This design comes from an exercise in tuning for small area and few clock cycles per item on the open sky130 flow, not from production work.
In this exercise RTL edits were held to simulation tests only and were not proved equivalent to the original.

## flow/design.v (module list and top-level ports; edited modules follow where they fit)
// module fir_stream_filter: 1364 lines
// module fir_fa: 4 lines
// module fir_ha: 4 lines
module fir_stream_filter (
  input  logic               clk,
  input  logic               rst_n,
  input  logic               in_valid,
  output logic               in_ready,
  input  logic signed [15:0] in_data,
  output logic               out_valid,
  input  logic               out_ready,
  output logic signed [15:0] out_data,
  output logic               out_sat,
  input  logic               coef_we,
  input  logic [2:0]         coef_addr,
  input  logic signed [15:0] coef_wdata,
  input  logic               coef_swap,
  input  logic               flush
);
  // ...
==> flow/flow/run.sh <==
#!/bin/bash
set -o pipefail
export BUFFER_PORTS_ARGS="-buffer_cell sky130_fd_sc_hd__buf_1"
export REMOVE_ABC_BUFFERS=1
export CTS_ARGS="-sink_clustering_enable -repair_clock_nets -sink_clustering_size 25 -sink_clustering_max_diameter 100 -buf_list sky130_fd_sc_hd__clkbuf_16 -dont_use_dummy_load"
bash standard.sh > standard.log 2>&1
==> flow/standard.sh <==
#!/bin/bash
# synth_recipe.tcl (not shown) runs the flow's synth.tcl, then flattens the netlist and writes it again
# the make line also repeats each setting of config.mk as NAME=value (left out here)
make -C /OpenROAD-flow-scripts/flow DESIGN_CONFIG=/design/flow/config.mk WORK_HOME=/design/flow/orfs CLKGATE_MAP_FILE= SYNTH_SCRIPT=/design/flow/synth_recipe.tcl "${@:-finish}"
==> flow/config.mk <==
export PLATFORM = sky130hd
export DESIGN_NAME = fir_stream_filter
export DESIGN_NICKNAME = fir_stream_filter
export VERILOG_FILES = /design/flow/design.v
export SDC_FILE = /design/flow/constraint.sdc
export NUM_CORES = 4
export LEC_CHECK = 0
export ABC_AREA = 1
export CAP_MARGIN = 10
export CORE_MARGIN = 2
export CORE_UTILIZATION = 55
export CTS_BUF_LIST = sky130_fd_sc_hd__clkbuf_16
export CTS_CLUSTER_DIAMETER = 100
export CTS_CLUSTER_SIZE = 25
export GPL_TIMING_DRIVEN = 0
export SETUP_SLACK_MARGIN = 0.3
export SLEW_MARGIN = 10
export SYNTH_HIERARCHICAL = 1
export SYNTH_MINIMUM_KEEP_SIZE = 0
==> flow/constraint.sdc <==
create_clock -name core_clock -period 7.5 [get_ports {clk}]
set_input_delay 1.5000 -clock core_clock [delete_from_list [all_inputs] [get_ports {clk}]]
set_output_delay 1.5000 -clock core_clock [all_outputs]
set_load 0.01 [all_outputs]
==> notes.md, run 1 <==
Cells and area:
- The net count of the finished layout is 5,718.
- Of the total standard cell area in the layout, the multi-input combinational portion is 0.7037.
- Of the cells placed in the final design, the portion with a size suffix greater than 1 is 0.05813.
- Registers represent a cell area share of 0.2169.
- The multi-input logic area is slightly above 0.04 mm^2.
- The count of inverters other than clock inverters in the layout is around 200.
- The number of non-clock buffers is roughly 150.

Synthesis:
- The netlist area before placement is around 0.056 mm^2.
- The XOR/XNOR share of the synthesized area is 0.1589.
- After synthesis, the most frequently instantiated cells are 1,102 x sky130_fd_sc_hd__fa_1, 1,016 x sky130_fd_sc_hd__xor2_1, 937 x sky130_fd_sc_hd__o22ai_1, 417 x sky130_fd_sc_hd__edfxtp_1, 263 x sky130_fd_sc_hd__clkbuf_1.
- For this run, the number of Yosys warnings is 19.
- The share of cell area taken by muxes after synthesis is 0.
- Of the total synthesized cell area, the portion taken by full adders, half adders and majority gates is 0.4065.

Die:
- In this run the standard cell core region covers about 0.10 mm^2.
- For this configuration, the core starts out at a cell density of 0.5538.

Hold path:
- Along the worst hold path, the cell count comes to 0.
- The path category of the worst min-delay check is flip-flop to flip-flop.

Clock network:
- Post-CTS repair changed the size of 29 cells.
- TritonCTS built the clock tree.

Worst setup path:
- The endpoint identified for the worst register-to-register timing path is rb_q[8].
- In this run the critical register-to-register path is launched from active[1][3].
- By startpoint and endpoint, the worst setup path is classified as primary input to flip-flop.
- The critical path's slowest cell is sky130_fd_sc_hd__fa_2.

Place:
- The total placed instance area is ~0.057 mm^2.
- The HPWL after detailed placement is approximately 190 mm.

Timing:
- Timing would allow up to ~0.14 GHz.
- Setup violations remaining at the end of the flow were counted as 0.
- In the finished design, the share of the clock period the worst path needs comes to 0.9765.
- The worst pin sits at a relative slew slack of 0.07264.
- The number of slew-limit violations in the final report is 0.
- The post-layout minimum cycle time is around 7300 ps.

Routing:
- In the final routing, the length of wire on met1 measures ~86 mm.
- The routed wire length per instance is slightly above 40 um.

Status:
- The flow ran to the end and the layout has no timing, DRC or antenna violations.

Global routing:
- The number of antenna violations at the first check in global routing is 10.
Testbench counts, summed over its fixed seeds: cycles 8,256, items 8,192.
==> run 2: changes to the inputs <==
--- a/flow/config.mk
+++ b/flow/config.mk
@@ -14,5 +14,5 @@
 export CTS_CLUSTER_SIZE = 25
 export GPL_TIMING_DRIVEN = 0
-export SETUP_SLACK_MARGIN = 0.3
+export SETUP_SLACK_MARGIN = 0.2
 export SLEW_MARGIN = 10
 export SYNTH_HIERARCHICAL = 1
==> notes.md, run 2 <==
Die:
- The floorplan step set the die width to between 300 and 400 um.
- The floorplan step defined a die boundary enclosing roughly 0.10 mm^2.
- The cell row count is 117.
- The initial standard-cell utilization of the core is 0.5538 (unchanged).
- The die is around 320 um tall.
- In this run the count of I/O pins placed on the die edge is between 60 and 70.
- The placeable core area was 0.1016 mm^2 (unchanged).

Routing:
- After the first detailed-routing iteration, the DRC count stood at 6,689.
- The total routed wirelength is 242.2 mm.
- The detailed route wirelength on metal3 is around 36 mm.
- The highest layer touched by signal routing is met5.
- The number of remaining DRC errors is 0.
- The wire length on met2 is a little under 100 mm.
- The wire length on met1 is 87.01 mm (+0.99%).
- The routed layout has a little over 40,000 vias.
- The routed wire length per instance is 41.30 um (-0.44%).
- The routed via count divided by cell count is a little over 7.
- The count of nets left with antenna violations once routing finished came out at 0.
- For this run, the detailed router's first-pass iteration total came to 8.

Global routing:
- The first global-routing pass estimated 327.1 mm of wire.
- The number of antenna violations at the first check in global routing is 13 (+3).
- The via count of the first global-routing pass was 40,042.
- In the global route stage, overall resource usage came out at 0.4609.
- Summed over all layers, the global routing overflow is 0.
- The largest net degree at the start of global routing is between 50 and 60.

Timing:
- The actual transition at the worst max-transition pin is around 1400 ps.
- The highest clock rate is 0.1347 GHz (-1.3%).
- The post-route fraction of the period consumed by the critical path is 0.9898 (+0.01331).
- Adding up every negative setup slack in the final design gives 0 ps.
- The number of slew-limit violations in the final report was 0 (unchanged).
- The remaining max-slew budget at the tightest pin was 0.04815 (-0.02449).
- The final hold violation count is 0.
- The final clock skew is 81.82 ps.
- The worst-case setup margin in the final layout is between 70 and 80 ps.
- The post-layout minimum cycle time is 7423 ps (+99.79 ps).
- Setup repair after global routing left no endpoint under its margin.
- The final number of setup-violating endpoints is 0 (unchanged).
- The worst hold slack is 408.4 ps.

Place:
- The congestion estimate from routability-driven global placement came to about 1.2.
- The HPWL after detailed placement is 186.3 mm (unchanged).
- The pre-CTS setup slack is -321.4 ps.
- The total placed instance area is 0.05653 mm^2 (unchanged).
- The number of port buffers is 60.

Cells and area:
- The library cell used most frequently in the layout, excluding fill and tap cells, is sky130_fd_sc_hd__fa_1.
- The finished layout cell area is 0.05803 mm^2.
- The area growth from synthesis to layout is 3.138%.
- The largest registers in the layout are active: 128 flops, shadow: 128 flops, xn: 112 flops.
- The net count of the finished layout is 5,697 (-0.37%).
- The top cell types in the final layout, fill and taps aside, are 1,102 x sky130_fd_sc_hd__fa_1, 1,016 x sky130_fd_sc_hd__xor2_1, 937 x sky130_fd_sc_hd__o22ai_1.
- The share of final-layout standard cells stronger than drive strength 1 came to 0.05283 (-0.005301).

Synthesis:
- The count of different cell masters after synthesis is 46.
- In the synthesized netlist the async set-or-reset flop fraction comes to 0.01185.
- The cell type with the highest aggregate area in the netlist is sky130_fd_sc_hd__fa_1.
- The most instantiated flip-flop cell in the synthesis netlist is sky130_fd_sc_hd__edfxtp_1.
- The count of flip-flops with a built-in enable after synthesis is between 400 and 500.
- The cell count after synthesis is 4,813.
- After synthesis the netlist holds a flip-flop and latch count of between 400 and 500.
- In the post-synthesis netlist, the biggest area contributors are sky130_fd_sc_hd__fa_1 39%, sky130_fd_sc_hd__edfxtp_1 22%, sky130_fd_sc_hd__xor2_1 16%, sky130_fd_sc_hd__o22ai_1 10%, sky130_fd_sc_hd__clkbuf_1 1.8%.
- The fraction of post-synthesis cell area in the top cell type by area is 0.3921.
- The warning count from the yosys run came to 19 (unchanged).
- After synthesis, the mean cell area works out to 11.69 um^2.
- The sequential-to-total area share from yosys stat is 0.2249.
- In the post-synthesis netlist, the cell with the most instances is sky130_fd_sc_hd__fa_1.
- The netlist area before placement is 0.05627 mm^2 (unchanged).
- Sorting the synthesized cells by how often they occur yields 1,102 x sky130_fd_sc_hd__fa_1, 1,016 x sky130_fd_sc_hd__xor2_1, 937 x sky130_fd_sc_hd__o22ai_1, 417 x sky130_fd_sc_hd__edfxtp_1, 263 x sky130_fd_sc_hd__clkbuf_1.

Worst setup path:
- The worst setup path is launched from a primary input.
- The endpoint type of the worst setup path is a flip-flop.
- The reg-to-reg startpoint is active[0][1].
- The setup slack of the worst register-to-register path is approximately 200 ps.
- The start point of the critical path is in_data[5].
- Along the worst path, the maximum fanout reaches 15.
- The data required time at the worst endpoint is 7840 ps.
- The critical path is of the primary input to flip-flop type.
- The data arrival time at the worst-slack endpoint is between 7000 and 8000 ps.

Clock network:
- The clock-pin slew on the worst setup and hold paths is 100 ps.
- TritonCTS built the clock tree.
- At the later pin of the worst-skew pair, clock insertion delay measures around 660 ps.
- The maximum clock path buffer count is 3.
- Counting every sink on the clock net gives approximately 420.
- The number of buffers inserted during clock tree synthesis is 25.
- In this run the number of H-tree levels came out at 1.
- The tree is rooted in a sky130_fd_sc_hd__clkbuf_16.

Status:
- The flow ran to the end and the layout has no timing, DRC or antenna violations.

Hold path:
- The path category of the worst min-delay check is flip-flop to flip-flop.
- The startpoint identified for the worst hold timing path is shadow[5][10].

Run:
- The count of maximum capacitance violations is 0.
[run 2: cell types whose count changed in the layout (fill, tap and decap cells not counted), sizes merged]
cell      delta
clkinvlp     -1
clkinv       -1
diode        -3
inv          +2
buf         -21
[run 2: cell families (layout without fill, tap and decap cells)]
group,after synthesis,after routing,share of synthesized area
xor+xnor,1021,1021,0.1589
fa+ha+maj,1167,1167,0.4065
flops,422,422,0.2249
simple gates,314,314,0.02273
buf+inv,692,357,0.05281
compound gates,1196,1196,0.1340
other cells,1,18,0.00006665
[run 2: cell type report]
class | count | area, um^2
Sequential cell | 422 | 12660
Tap cell | 1368 | 1712
Timing Repair Buffer | 130 | 1242
Antenna cell | 9 | 22.52
Inverter | 202 | 765.7
Fill cell | 8683 | 43560
Multi-Input combinational cell | 3707 | 41010
Clock buffer | 25 | 625.6
[run 2: final timing paths]
check | cells past startpoint | end
worst max register to register | 12 | rb_q[4]
max in group asynchronous | 1 | out_valid
min in group asynchronous | 1 | out_valid
worst max-delay path | 13 | rb_q[4]
worst min register to register | 0 | active[5][10]
worst min-delay path | 0 | active[5][10]
[run 2: repair_timing]
item,in CTS,in global routing
buffers inserted,11,35
gates resized for setup,13,21
setup endpoints to repair,13,25
hold buffers,0,0
[run 2: stage by stage]
stage,instances,utilization
after CTS,5814,0.5647
after global placement,5759,0.5514
after detailed placement,5778,0.5564
after global routing,5858,0.5711
final,5863,0.5712
after floorplan,4331,-
[run 2: per-layer routing]
metal  vias up  GRT usage
met2      3480     0.6318
met5         -   0.001389
met1     21367     0.6068
met4        10     0.2866
met3       671     0.1898
li1      15857          -
[run 2: worst max-delay path: stages]
cell	delay [ps]
sky130_fd_sc_hd__buf_1	140
sky130_fd_sc_hd__inv_1	500
sky130_fd_sc_hd__o22ai_1	220
sky130_fd_sc_hd__xor2_1	200
sky130_fd_sc_hd__fa_1	490
sky130_fd_sc_hd__fa_1	580
sky130_fd_sc_hd__fa_1	790
sky130_fd_sc_hd__fa_1	480
sky130_fd_sc_hd__fa_1	690
sky130_fd_sc_hd__fa_1	590
sky130_fd_sc_hd__fa_1	430
sky130_fd_sc_hd__fa_1	530
sky130_fd_sc_hd__fa_1	600
[run 2: Yosys stat by module, one instance, submodules excluded]
module,times used,cells
fir_ha,30,1
fir_stream_filter,1,3690
fir_fa,1093,1
==> run 3: changes to the inputs <==
--- a/flow/config.mk
+++ b/flow/config.mk
@@ -7,5 +7,5 @@
 export LEC_CHECK = 0
 export ABC_AREA = 1
-export CAP_MARGIN = 10
+export CAP_MARGIN = 5
 export CORE_MARGIN = 2
 export CORE_UTILIZATION = 55
@@ -14,6 +14,6 @@
 export CTS_CLUSTER_SIZE = 25
 export GPL_TIMING_DRIVEN = 0
-export SETUP_SLACK_MARGIN = 0.2
-export SLEW_MARGIN = 10
+export SETUP_SLACK_MARGIN = 0.3
+export SLEW_MARGIN = 5
 export SYNTH_HIERARCHICAL = 1
 export SYNTH_MINIMUM_KEEP_SIZE = 0
==> notes.md, run 3 <==
Run:
- The count of maximum capacitance violations is 0 (unchanged).

Clock network:
- The CTS tree is built.
- The number of buffers added to fix hold violations after cts came to 0 (unchanged).
- The number of sinks driven by the clock tree is 422 (unchanged).
- The clock-pin slew on the worst setup and hold paths is 100 ps (about the same).
- The root buffer selected by CTS is sky130_fd_sc_hd__clkbuf_16.
- The clock insertion delay at the later pin of the skew report was 680 ps (+20 ps).
- The number of buffers inserted during clock tree synthesis is 26 (+4.0%).
- The maximum clock path buffer count is 3 (unchanged).
- The count of H-tree levels built during CTS is 1 (unchanged).

Timing:
- The actual transition at the worst max-transition pin is 1411 ps (-16.57 ps).
- The final hold violation count is 0 (unchanged).
- The final number of setup-violating endpoints came to 0 (unchanged).
- The final clock skew is 80.46 ps (-1.357 ps).
- The number of slew-limit violations in the final report is 0 (unchanged).
- The worst-case setup margin in the final layout is 316.3 ps (+239.7 ps).
- The post-layout minimum cycle time is 7184 ps (-239.7 ps).
- The remaining max-slew budget at the tightest pin is 0.05816 (+0.01001).
- The worst hold slack is 387.6 ps (-20.79 ps).
- The highest clock rate came to 0.1392 GHz (+3.3%).
- Setup repair after global routing could not meet its margin everywhere.
- The post-route fraction of the period consumed by the critical path is 0.9578 (-0.03196).

Place:
- The HPWL after detailed placement is 186.7 mm (+0.18%).
- The number of port buffers was 60 (unchanged).
- The final weighted congestion in routability-driven placement was 1.155 (unchanged).
- The pre-CTS setup slack is -302.8 ps (+18.62 ps).

Cells and area:
- The library cell used most frequently in the layout, excluding fill and tap cells, is sky130_fd_sc_hd__fa_1.
- The top cell types in the final layout, fill and taps aside, are 1,101 x sky130_fd_sc_hd__fa_1, 1,016 x sky130_fd_sc_hd__xor2_1, 937 x sky130_fd_sc_hd__o22ai_1.
- The layout filler cell count is 8,683 (unchanged).
- In the final layout, the registers with the most flip-flops are active: 128 flops, shadow: 128 flops, xn: 112 flops.
- The area growth from synthesis to final layout is 3.514%.
- The net count of the finished layout came to 5,711 (+0.25%).
- The multi-input logic area is 0.04101 mm^2 (about the same).
- The flip-flop and latch area came to 0.01266 mm^2 (unchanged).
- The share of final-layout standard cells stronger than drive strength 1 is 0.05600 (+0.003169).

Die:
- The initial standard-cell utilization of the core is 0.5538 (unchanged).
- The placeable core area is 0.1016 mm^2 (unchanged).
- The die width is 323.8 um (unchanged).
- The area of the die is 0.1049 mm^2 (unchanged).
- The die height is 323.8 um (unchanged).
- The number of top-level design ports came to 61 (unchanged).
- The cell row count is 117 (unchanged).

Routing:
- The routed wire length per instance was 41.53 um (+0.56%).
- The wire length on met2 is 97.69 mm (-0.39%).
- The total routed wirelength is 244.0 mm (+0.75%).
- The count of routing violations after the opening detailed-route iteration was 6,781 (+1.4%).
- The routed via count divided by cell count is 7.084 (+0.36%).
- The number of remaining DRC errors was 0 (unchanged).
- The count of antenna-violating nets left after detailed routing came to 0 (unchanged).
- The wire length on met1 was 86.57 mm (-0.50%).
- The uppermost metal layer occupied by signal nets is met5.
- The number of iterations in the first detailed-routing pass is 6 (-2).
- The total number of vias is 41,611 (+0.55%).
- The detailed route wirelength on metal3 is 37.47 mm (+2.7%).

Worst setup path:
- The kind of critical path is primary input to flip-flop.
- The start point of the critical path is in_data[5].
- The worst setup path is launched from a primary input.
- The endpoint identified for the worst register-to-register timing path is rb_q[4].
- The worst setup path is captured at a flip-flop.
- The data arrival time at the worst-slack endpoint is 7540 ps (-220 ps).
- The startpoint identified for the worst register-to-register timing path is active[6][9].
- The data required time at the worst endpoint is 7860 ps (+20 ps).
- The most critical setup path has its endpoint at ra_q[4].
- The setup slack of the worst register-to-register path is 330 ps (+130 ps).
- The peak fanout along the critical path is 15 (unchanged).
- The number of cells on the worst reg-to-reg path is 13 (+1).

Synthesis:
- The warning count from the yosys run is 19 (unchanged).
- After synthesis, the cell types taking the most area are sky130_fd_sc_hd__fa_1 39%, sky130_fd_sc_hd__edfxtp_1 22%, sky130_fd_sc_hd__xor2_1 16%, sky130_fd_sc_hd__o22ai_1 10%, sky130_fd_sc_hd__clkbuf_1 1.8%.
- In the synthesized netlist, the cells that appear most often are 1,102 x sky130_fd_sc_hd__fa_1, 1,016 x sky130_fd_sc_hd__xor2_1, 937 x sky130_fd_sc_hd__o22ai_1, 417 x sky130_fd_sc_hd__edfxtp_1, 263 x sky130_fd_sc_hd__clkbuf_1.
- The sequential-to-total area share from yosys stat is 0.2249 (unchanged).
- The fraction of post-synthesis cell area in the top cell type by area is 0.3921 (unchanged).
- The netlist area before placement came to 0.05627 mm^2 (unchanged).
- The count of different cell masters after synthesis is 46 (unchanged).
- The flip-flop and latch count after synthesis is 422 (unchanged).
- In the post-synthesis netlist, the cell with the most instances is sky130_fd_sc_hd__fa_1.
- The average cell area after synthesis was 11.69 um^2 (unchanged).
- The fraction of registers with async set or reset after synthesis is 0.01185 (unchanged).
- The cell count after synthesis is 4,813 (unchanged).
- The most instantiated flip-flop cell in the synthesis netlist is sky130_fd_sc_hd__edfxtp_1.
- The count of flip-flops with a built-in enable after synthesis came to 417 (unchanged).
- The cell type with the highest aggregate area in the netlist is sky130_fd_sc_hd__fa_1.

Global routing:
- The number of antenna violations at the first check in global routing is 10 (-3).
- The residual overflow from global routing is 0 (unchanged).
- The global-route wire length before repair is 329.3 mm (+0.69%).
- The largest net degree at the start of global routing was 59 (unchanged).
- The overall fraction of global-route tracks in use is 0.4635 (+0.002586).
- The via count of the first global-routing pass is 40,306 (+0.66%).

Status:
- The flow ran to the end and the layout has no timing, DRC or antenna violations.

Hold path:
- The path category of the worst min-delay check is flip-flop to flip-flop.
==> run 3: cell types whose count changed in the layout (fill, tap and decap cells not counted), sizes merged <==
cell / delta
inv: -2
buf: +12
clkbuf: +1
clkinv: +1
diode: -3
clkinvlp: +2
==> run 3: worst max-delay path: stages <==
cell and delay (ps):
sky130_fd_sc_hd__buf_1 140, sky130_fd_sc_hd__inv_1 480, sky130_fd_sc_hd__o22ai_1 210, sky130_fd_sc_hd__xor2_1 190
sky130_fd_sc_hd__fa_1 490, sky130_fd_sc_hd__fa_1 590, sky130_fd_sc_hd__fa_2 710, sky130_fd_sc_hd__fa_1 440
sky130_fd_sc_hd__fa_1 660, sky130_fd_sc_hd__fa_1 590, sky130_fd_sc_hd__fa_1 440, sky130_fd_sc_hd__fa_1 470
sky130_fd_sc_hd__fa_1 600
==> run 3: what timing repair did <==
action / 4_1_cts / 5_1_grt
cloned: 0 / 1
gates resized for setup: 18 / 21
setup buffers: 20 / 40
pin swaps: 0 / 0
endpoints found under the setup margin: 15 / 27
==> run 3: worst min path at each step <==
stage	end	slack (ps)	cells past startpoint	start
2_1_floorplan	active[0][0]	400	0	shadow[0][0]
5_1_grt	active[4][3]	400	0	shadow[4][3]
3_5_place_dp	active[0][0]	400	0	shadow[0][0]
3_3_place_gp	active[6][1]	400	0	shadow[6][1]
6_report	active[1][5]	390	0	shadow[1][5]
4_1_cts	active[1][5]	390	0	shadow[1][5]
==> run 3: cells by family (layout without fill, tap and decap cells) <==
logic type | after synthesis | after routing | synth area share
AND/OR/NAND/NOR | 314 | 314 | 0.02273
flip-flops | 422 | 422 | 0.2249
XOR/XNOR | 1021 | 1021 | 0.1589
other | 1 | 15 | 0.00006665
AO/OA/AOI/OAI | 1196 | 1196 | 0.1340
adder cells (fa/ha/maj) | 1167 | 1167 | 0.4065
buffers and inverters | 692 | 371 | 0.05281
==> run 3: area by class of cell <==
cell class              instances  share of cell area
well taps                    1368             0.02939
inverters                     202             0.01321
repair inverters                1          0.00008593
clock buffers                  26             0.01117
diodes                          6           0.0002578
multi-input cells            3707              0.7041
repair buffers                142             0.02447
flip-flops and latches        422              0.2173
==> run 3: metal layers <==
layer  vias to the layer above  global-route usage
li1                      15901                   -
met1                     21432              0.6070
met2                      3523              0.6270
met3                       749              0.1953
met4                         6              0.3044
met5                         -             0.01204
==> run 3: through the flow <==
stage	setup TNS [ps]	util	instances	area [um^2]
final	0	0.5733	5874	58240
after global routing	0	0.5731	5868	58230
after CTS	0	0.5663	5824	57530
after detailed placement	-1943	0.5565	5778	56540
after global placement	-95140	0.5514	5759	56020
after floorplan	0	-	4331	54080
==> run 3: modules after synthesis (local to each module, per instance) <==
module	flip-flops and latches	cells
fir_stream_filter	422	3690
fir_ha	0	1
fir_fa	0	1
==> run 4: changes to the inputs <==
--- a/flow/flow/run.sh
+++ b/flow/flow/run.sh
@@ -1,3 +1,9 @@
 #!/bin/bash
+# The standard layout (standard.sh, its own synthesis included), with three changes to
+# how the layout is made: the port buffers are the smallest buffer cell instead of a delay
+# cell; the buffers that ABC put in during synthesis are removed at floorplan, so that only
+# the resizer's repairs after placement buffer the design; and clock tree synthesis inserts
+# no dummy loads. The flow's full output goes to standard.log; ORFS writes each step's log
+# under orfs/logs/.
 set -o pipefail
 export BUFFER_PORTS_ARGS="-buffer_cell sky130_fd_sc_hd__buf_1"
--- a/flow/config.mk
+++ b/flow/config.mk
@@ -7,5 +7,5 @@
 export LEC_CHECK = 0
 export ABC_AREA = 1
-export CAP_MARGIN = 5
+export CAP_MARGIN = 10
 export CORE_MARGIN = 2
 export CORE_UTILIZATION = 55
@@ -13,7 +13,5 @@
 export CTS_CLUSTER_DIAMETER = 100
 export CTS_CLUSTER_SIZE = 25
-export GPL_TIMING_DRIVEN = 0
-export SETUP_SLACK_MARGIN = 0.3
-export SLEW_MARGIN = 5
+export SLEW_MARGIN = 10
 export SYNTH_HIERARCHICAL = 1
 export SYNTH_MINIMUM_KEEP_SIZE = 0
==> notes.md, run 4 <==
Cells and area:
- The layout filler cell count is 8,800 (+1.3%).
- The net count of the finished layout is 5,883 (+3.0%).
- The final core area utilization was 0.5781 (+0.004778).
- Leaving out fill and tap cells, the most frequent cells in the layout are 1,102 x sky130_fd_sc_hd__fa_1, 1,016 x sky130_fd_sc_hd__xor2_1, 937 x sky130_fd_sc_hd__o22ai_1.
- Leaving out fill and tap cells, the most frequent cell in the layout is sky130_fd_sc_hd__fa_1.
- The largest registers in the layout are active: 128 flops, shadow: 128 flops, xn: 112 flops.
- From synthesis to final layout, the design area changed by 4.376%.
- The final cell count without fillers is 6,051 (+3.0%).
- The share of final-layout standard cells stronger than drive strength 1 is 0.08776 (+0.03176).

Clock network:
- The maximum clock path buffer count is 3 (unchanged).
- The number of buffers inserted during clock tree synthesis is 30 (+15%).
- The number of buffers added to fix hold violations after cts is 0 (unchanged).
- The clock-pin slew on the worst setup and hold paths was 100 ps (about the same).
- The CTS tree is built.
- The number of resized instances in the post-cts repair step came to 0 (-18).
- The post-CTS repair timing setup buffer count is 0 (-100%).
- The number of sinks driven by the clock tree came to 422 (unchanged).
- The count of H-tree levels built during CTS is 1 (unchanged).
- The root buffer selected by CTS is sky130_fd_sc_hd__clkbuf_16.
- The clock insertion delay at the later pin of the skew report is 710 ps (+30 ps).

Hold path:
- The path category of the worst min-delay check is flip-flop to flip-flop.
- The launch point of the worst hold path is shadow[1][2].

Worst setup path:
- The slowest stage of the critical path is the sky130_fd_sc_hd__o21ai_2 cell.
- The worst setup path is of the flip-flop to flip-flop kind.
- The startpoint identified for the worst register-to-register timing path is active[7][7].
- The startpoint type of the worst setup path is a flip-flop.
- The signal on the critical path passes through o21ai_2 -> o22ai_1 -> xor2_1 -> fa_1 -> fa_1 -> fa_1 -> fa_1 -> fa_1 -> fa_1 -> fa_1 -> fa_1 -> fa_1.
- The critical path's top delay family is adder cells.
- The start point of the critical path is active[7][7].
- The peak fanout along the critical path is 11 (-4).
- The setup slack of the worst register-to-register path came to 700 ps (+370 ps).
- The data required time at the worst endpoint is 7900 ps (+40 ps).
- The maximum single-stage delay on the critical path came to 820 ps (+110 ps).
- The critical path's most frequent cell is sky130_fd_sc_hd__fa_1.
- The buffering stage count on the worst path with inverters included is 0 (-2).
- The endpoint type of the worst setup path is a flip-flop.
- The data arrival time at the worst-slack endpoint is 7210 ps (-330 ps).

Synthesis:
- The share of synthesized cell area in and, or, nand and nor gates is 0.02273 (unchanged).
- The fraction of post-synthesis cell area in the top cell type by area was 0.3921 (unchanged).
- The sequential-to-total area share from yosys stat is 0.2249 (unchanged).
- Ranked by total cell area, the synthesized netlist is headed by sky130_fd_sc_hd__fa_1 39%, sky130_fd_sc_hd__edfxtp_1 22%, sky130_fd_sc_hd__xor2_1 16%, sky130_fd_sc_hd__o22ai_1 10%, sky130_fd_sc_hd__clkbuf_1 1.8%.
- The flip-flop and latch count after synthesis is 422 (unchanged).
- The count of different cell masters after synthesis is 46 (unchanged).
- The count of flip-flops with a built-in enable after synthesis is 417 (unchanged).
- The share of cell area taken by muxes after synthesis is 0 (unchanged).
- The adder-cell area share of the yosys netlist is 0.4065 (unchanged).
- The most instantiated flip-flop cell in the synthesis netlist is sky130_fd_sc_hd__edfxtp_1.
- Among all cell types in the netlist, the one instantiated most often is sky130_fd_sc_hd__fa_1.
- The cell count after synthesis came to 4,813 (unchanged).
- The average cell area after synthesis came to 11.69 um^2 (unchanged).
- Of all cell types, the one taking the most synthesized area is sky130_fd_sc_hd__fa_1.
- The fraction of registers with async set or reset after synthesis came to 0.01185 (unchanged).
- The compound-cell area share of the yosys netlist is 0.1340 (unchanged).
- The combinational family with the most area after synthesis is adder cells.
- The warning count from the yosys run is 19 (unchanged).
- In the synthesized netlist, the cells that appear most often are 1,102 x sky130_fd_sc_hd__fa_1, 1,016 x sky130_fd_sc_hd__xor2_1, 937 x sky130_fd_sc_hd__o22ai_1, 417 x sky130_fd_sc_hd__edfxtp_1, 263 x sky130_fd_sc_hd__clkbuf_1.
- The XOR/XNOR share of the synthesized area is 0.1589 (unchanged).
- The netlist area before placement was 0.05627 mm^2 (unchanged).

Global routing:
- The overall fraction of global-route tracks in use came to 0.4731 (+0.009560).
- The largest net degree at the start of global routing is 102 (+73%).
- The via count of the first global-routing pass is 41,305 (+2.5%).
- The global-route wire length before repair was 336.4 mm (+2.1%).
- The number of antenna violations at the first check in global routing came to 12 (+2).
- The residual overflow from global routing is 0 (unchanged).

Die:
- The area of the die is 0.1049 mm^2 (unchanged).
- The number of top-level design ports came to 61 (unchanged).
- The die height is 323.8 um (unchanged).
- The die width is 323.8 um (unchanged).
- The initial standard-cell utilization of the core is 0.5538 (unchanged).
- The placeable core area is 0.1016 mm^2 (unchanged).
- The cell row count was 117 (unchanged).

Timing:
- The final clock skew is 62.27 ps (-18.20 ps).
- The remaining max-slew budget at the tightest pin is 0.1204 (+0.06221).
- The final hold violation count came to 0 (unchanged).
- The highest clock rate is 0.1470 GHz (+5.6%).
- The sum of negative setup slack was 0 ps (unchanged).
- The final number of setup-violating endpoints is 0 (unchanged).
- The actual transition at the worst max-transition pin is 1318 ps (-93.21 ps).
- Setup repair after global routing left no endpoint under its margin.
- The post-layout minimum cycle time came to 6804 ps (-379.6 ps).
- The post-route fraction of the period consumed by the critical path is 0.9072 (-0.05061).
- The worst-case setup margin in the final layout was 695.9 ps (+379.6 ps).
- The number of slew-limit violations in the final report is 0 (unchanged).

Run:
- The count of maximum capacitance violations is 0 (unchanged).

Routing:
- The count of routing violations after the opening detailed-route iteration is 7,136 (+5.2%).
- The total number of vias came to 41,992 (+0.92%).
- The total routed wirelength came to 245.9 mm (+0.79%).
- The routed wire length per instance is 40.64 um (-2.2%).
- The routed via count divided by cell count came to 6.940 (-2.0%).
- The count of antenna-violating nets left after detailed routing is 0 (unchanged).
- The number of remaining DRC errors is 0 (unchanged).
- The number of iterations in the first detailed-routing pass was 6 (unchanged).

Place:
- The number of placed cells counting well taps is 6,010 (+4.0%).
- The pre-CTS setup slack is 326.2 ps (+629.1 ps).
- The number of port buffers is 60 (unchanged).
- The HPWL after detailed placement came to 200.6 mm (+7.5%).
- The final weighted congestion in routability-driven placement is 1.082 (-6.3%).

Status:
- The flow ran to the end and the layout has no timing, DRC or antenna violations.
==> run 4: cell counts after synthesis <==
Identical to the previous run, type by type.
==> run 4: cells by family after synthesis <==
family	count (synthesis)
fa+ha+maj	1167
flops	422
buf+inv	692
other cells	1
simple gates	314
compound gates	1196
xor+xnor	1021
==> run 4: stage by stage <==
step                      hold slack, ps  instance area [um^2]
after floorplan                    400.3                 54080
after global placement             400.6                 57950
after detailed placement           404.5                 57950
after CTS                          417.5                 58700
after global routing               421.2                 58720
final                              415.9                 58730
==> run 4: per-module statistics from Yosys, one instance, submodules excluded <==
module | flops+latches | cells inside
fir_fa | 0 | 1
fir_ha | 0 | 1
fir_stream_filter | 422 | 3690
==> run 4: worst reg2reg max path, cell delays in order, from the launching register on <==
cell	delay [ps]
sky130_fd_sc_hd__edfxtp_1	710
sky130_fd_sc_hd__o21ai_2	830
sky130_fd_sc_hd__o22ai_1	180
sky130_fd_sc_hd__xor2_1	200
sky130_fd_sc_hd__fa_1	720
sky130_fd_sc_hd__fa_1	510
sky130_fd_sc_hd__fa_1	420
sky130_fd_sc_hd__fa_1	460
sky130_fd_sc_hd__fa_1	470
sky130_fd_sc_hd__fa_1	480
sky130_fd_sc_hd__fa_1	530
sky130_fd_sc_hd__fa_1	580
sky130_fd_sc_hd__fa_1	410
==> run 4: final cells by class <==
type | instances | area [um^2] | area share
Clock buffer | 30 | 750.7 | 0.01278
Antenna cell | 11 | 27.53 | 0.0004687
Timing Repair Buffer | 311 | 2123 | 0.03615
Inverter | 202 | 758.2 | 0.01291
Sequential cell | 422 | 12660 | 0.2155
Tap cell | 1368 | 1712 | 0.02915
Multi-Input combinational cell | 3707 | 40700 | 0.6930
==> run 4: path summary, 6_finish.rpt <==
check                               endpoint  cells after the start
max in group asynchronous          out_valid                      1
worst max-delay path                 rb_q[9]                     12
worst min register to register  active[1][2]                      0
worst min-delay path            active[1][2]                      0
min in group asynchronous          out_valid                      1
worst max register to register       rb_q[9]                     12
==> run 4: per-layer routing <==
| layer | vias to the layer above | routed length, um | GRT usage |
|---|---|---|---|
| met5 | - | 38 | 0 |
| met3 | 747 | 33740 | 0.1632 |
| met4 | 6 | 21640 | 0.3165 |
| met1 | 21599 | 89340 | 0.6232 |
| li1 | 16244 | - | - |
| met2 | 3396 | 101100 | 0.6616 |

## separate check: timing with driven ports
No port has a modelled driver above. Below, the same layouts with a new extraction and two added sets of constraints.
Step 1, drivers: a clkbuf_16 drives clk and a buf_2 each remaining input, both assumed.
Step 2 also shifts input and output timing later by t, the mid clock arrival at the registers, as if the neighbouring blocks saw the same clock.
Slacks: no drivers / after step 1 / after step 2; pairs: no drivers / after step 1.
run | t, ns | setup WS [ns] | worst hold slack (ns) | clock arrival spread, ns | worst slew at a driven data input, ns
run 1 | 0.702 | 0.176 / 0.231 / -0.470 | 0.410 / 0.410 / 0.410 | 0.079 / 0.079 | 0.04
run 2 | 0.703 | 0.077 / 0.134 / -0.569 | 0.408 / 0.408 / 0.408 | 0.093 / 0.092 | 0.04
run 3 | 0.716 | 0.316 / 0.330 / -0.344 | 0.388 / 0.388 / 0.388 | 0.082 / 0.082 | 0.04
run 4 | 0.754 | 0.696 / 0.696 / 0.235 | 0.416 / 0.416 / 0.416 | 0.067 / 0.067 | 0.04
Met with ideal ports but missed after step 2: setup timing in run 1, run 2 and run 3. The setup slack of run 3, which loses most, moves by +0.014 ns with the drivers and by -0.660 ns with both steps.
